This is an optimization exercise on Yosys and OpenROAD, whose aim is small area, a short achievable clock period and few clock cycles, not a production implementation.
In this exercise RTL edits were held to simulation tests only and were not proved equivalent to the original.
Power figures rest on the tool's default switching activity, not on a simulated workload.

==> run Z <==
==> flow/design.v (excerpt) <==
module ping_ram_dot_engine
#(
  parameter int unsigned ACC_W = 40,
  parameter int unsigned LEN_W = 16
) (
  input  logic                         clk,
  input  logic                         reset,
  input  logic [31:0]                  input_addr,
  input  logic [31:0]                  weight_addr,
  input  logic [31:0]                  output_addr,
  input  logic [31:0]                  data_type,
  output logic [31:0]                  finish_signal,
  output logic [26:0]                  avm_address,
  output logic                         avm_read,
  output logic                         avm_write,
  output logic [31:0]                  avm_writedata,
  output logic [3:0]                   avm_byteenable,
  output logic                         avm_burstcount,
  input  logic [31:0]                  avm_readdata,
  input  logic                         avm_readdatavalid,
  input  logic                         avm_waitrequest
);
  localparam logic [2:0] RD_MAX = 3'd4;
  logic               go_q;
  logic               busy_q, done_q, err_q;
  logic [LEN_W-1:0]   len_q;
  logic               fmt16_q;
  logic               rd_q, wr_q;
  logic [24:0]        cur_q;         
  logic [24:0]        oth_q;         
  logic [24:0]        out_q;         
  logic [LEN_W-1:0]   rem_q;         
  logic               rph_q;         
  logic [2:0]         ocnt_q;        
  logic               dph_q;         
  logic [31:0]        in_q;          
  logic [15:0]        op_lo_q, op_hi_q;  
  logic [15:0]        x_src;
  ...
clock: 12.0 ns
lec_check: 0
abc_area: 1
cap_margin: 20
core_margin: 2
core_utilization: 40
place_density: 0.6
slew_margin: 20
tns_end_percent: 0
standard.sh (not shown) runs the stock make flow with config.mk's settings and CLKGATE_MAP_FILE= SYNTH_SCRIPT=/design/flow/synth_recipe.tcl, a recipe that flattens the netlist after the stock synthesis.
==> flow/flow/run.sh <==
#!/bin/bash
set -euo pipefail
bash standard.sh SETUP_SLACK_MARGIN=9 "BUFFER_PORTS_ARGS=-buffer_cell sky130_fd_sc_hd__buf_2" finish > make.log 2>&1
==> run H (differences from run Z) <==
==> flow/flow/run.sh (replaced) <==
#!/bin/bash
set -euo pipefail
bash standard.sh SETUP_SLACK_MARGIN=9 "BUFFER_PORTS_ARGS=-buffer_cell sky130_fd_sc_hd__buf_1" finish > make.log 2>&1
==> notes.md <==
* M1 GR Usage at 34.5%
* Power Total at 0.00444 W
* Via Count at 18800
* Post-cts sizing count at 34
* Filler cell count at 5266
* CP Capture Point: avm_writedata[25]
* Total track usage at 24.8%
* Path depth of the worst reg2reg path at 9
* Final WL at between 70000 and 80000 um
* Psw at roughly 0.0018 W
* Vias in the first global route at 18200
* Repair and plain buffers at 261
* Status: complete, no violations
* Comb pwr share at a little over two fifths
* Buffer count from post-CTS setup fixing at 13
That was run Z.
==> notes.md <==
* Comb pwr share at approximately 43%
* Total track usage at roughly a quarter
* Filler cell count at between 5000 and 6000
* Storage cell area at 7370 um^2
* M1 GR Usage at about a third
* Pwr dens at 177 nW/um^2
* Final WL at 70000 um
* Path depth of the worst reg2reg path at 15
* Via Count at roughly 19000
* Power Total at 0.00440 W
* Post-cts sizing count at 30
* Status: complete, no violations
* Repair and plain buffers at 271
* WHS Path Cells at 2
* Vias in the first global route at approximately 18000
* Buffer count from post-CTS setup fixing at 8
That was run H.
Testbench counts of run Z, summed over its fixed seeds: cycles 47,048.
Testbench counts of run H, summed over its fixed seeds: cycles 47,048.

========
==> job 3472: inputs <==
Another version of the RTL of ping_ram_dot_engine (not shown whole).
==> flow/config.mk <==
export PLATFORM = sky130hd
export DESIGN_NAME = ping_ram_dot_engine
export DESIGN_NICKNAME = ping_ram_dot_engine
export VERILOG_FILES = /design/flow/design.v
export SDC_FILE = /design/flow/constraint.sdc
export NUM_CORES = 4
export LEC_CHECK = 0
export ABC_AREA = 1
export CAP_MARGIN = 20
export CORE_MARGIN = 2
export CORE_UTILIZATION = 40
export CTS_CLUSTER_DIAMETER = 70
export CTS_CLUSTER_SIZE = 35
export PLACE_DENSITY = 0.6
export SLEW_MARGIN = 20
export TNS_END_PERCENT = 0
==> flow/constraint.sdc <==
create_clock -name core_clock -period 12.0 [get_ports {clk}]
set_input_delay 2.4000 -clock core_clock [delete_from_list [all_inputs] [get_ports {clk}]]
set_output_delay 2.4000 -clock core_clock [all_outputs]
set_load 0.01 [all_outputs]
==> flow/flow/run.sh <==
#!/bin/bash
set -euo pipefail
bash standard.sh SETUP_SLACK_MARGIN=9 "BUFFER_PORTS_ARGS=-buffer_cell sky130_fd_sc_hd__buf_1" finish > make.log 2>&1
==> job 8459: changes against job 3472 <==
==> flow/flow/run.sh (replaced) <==
#!/bin/bash
set -euo pipefail
bash standard.sh SETUP_SLACK_MARGIN=9 "BUFFER_PORTS_ARGS=-buffer_cell sky130_fd_sc_hd__buf_2" finish > make.log 2>&1
--- a/flow/config.mk
+++ b/flow/config.mk
@@ -10,6 +10,4 @@
 export CORE_MARGIN = 2
-export CORE_UTILIZATION = 40
-export CTS_CLUSTER_DIAMETER = 70
-export CTS_CLUSTER_SIZE = 35
-export PLACE_DENSITY = 0.6
+export CORE_UTILIZATION = 70
+export PLACE_DENSITY = 0.8
 export SLEW_MARGIN = 20
==> notes.md <==
- Of job 3472 and job 8459, job 8459 has the higher critical path depth (gap 8).
- Between job 3472 and job 8459, the lower via count is in job 3472 (gap 5.1%, measured against job 8459).
- Against job 3472, the combinational power of job 8459 is larger by about 4%.
- In synthesized cell count, job 8459 and job 3472 do not differ.
- Between job 8459 and job 3472, the lower clock power is in job 3472 (gap 5.6%, measured against job 3472).
- In job 8459 the register-to-register slack is worse than in job 3472, by 100 ps.
- Of job 8459 and job 3472, job 3472 has the higher clock skew (gap 13 ps).
- Of job 3472 and job 8459, job 3472 has the higher fmax (gap 0.40%, measured against job 8459).
==> figures <==
| quantity | job 3472 | job 8459 |
|---|---|---|
| Per-cell routed wire length | 19.6 microns | 21.6 microns |
| Floorplan row count | 84 | 63 |
| Routed via count | 18400 | 19400 |
| Sum of routed wire segments on met1 | 29400 microns | 23900 microns |
| Status | no timing/DRC/antenna violations | no timing/DRC/antenna violations |
| Setup Slack @ Placement | 7630 ps | 7550 ps |
| RePlAce Congestion | 0.976 | 0.997 |
| Count of placed standard cells in the final layout, fillers left out | 3515 | 3199 |
| Number of cells on the worst reg-to-reg path | 10 | 9 |
| Antenna violations before repair | 3 | 5 |
| Clock buffer and inverter area fraction after layout | 3.63% | 4.03% |
| Internal power | 2.23 mW | 2.35 mW |
| Non-Filler Cell Area, Final | 24300 sq um | 24000 sq um |
| Met3 track utilization from global routing | 4.00% | 11.7% |
| Largest stage delay on the critical path | 520 ps | 510 ps |
| Drt initial violations | 1569 | 2337 |
| Clock buf count | 26 | 41 |
| Crit path arrival time | 1300 ps | 4140 ps |
Testbench counts of job 3472, summed over its fixed seeds: cycles 47,048.
Testbench counts of job 8459, summed over its fixed seeds: cycles 47,048.

[static timing again, ports no longer ideal]
The flow's constraints put no driver on any port. The routed layouts listed below were extracted and timed again, unchanged, in two steps.
Step 1 (the two cells are an assumption about what drives the block):
set clk [get_ports {clk}]
set_driving_cell -lib_cell sky130_fd_sc_hd__clkbuf_16 $clk
set_driving_cell -lib_cell sky130_fd_sc_hd__buf_2 [delete_from_list [all_inputs] $clk]
Step 2, shift: input delay + t, output delay - t, t = (earliest + latest rising clock arrival at the registers) / 2. This alone moves slack from input paths to output paths.
a / b / c = no drivers / after step 1 / after step 2; a / b = the first two.
run	shift t [ns]	slack for setup (ns)	clock arrival spread, ns	worst data-port slew with drivers (ns)	cell pins on the clock port's net
run Z	0.641	8.253 / 8.187 / 7.766	0.020 / 0.021	0.07	1
run H	0.645	8.232 / 8.167 / 7.691	0.025 / 0.026	0.06	1
job 3472	0.640	8.300 / 8.242 / 7.748	0.028 / 0.028	0.08	1
job 8459	0.635	8.285 / 8.234 / 7.751	0.016 / 0.016	0.10	1
After both steps setup and hold are still met in every run listed. For job 3472, which loses most, drivers alone change the setup slack by -0.058 ns; drivers and shift together by -0.552 ns.
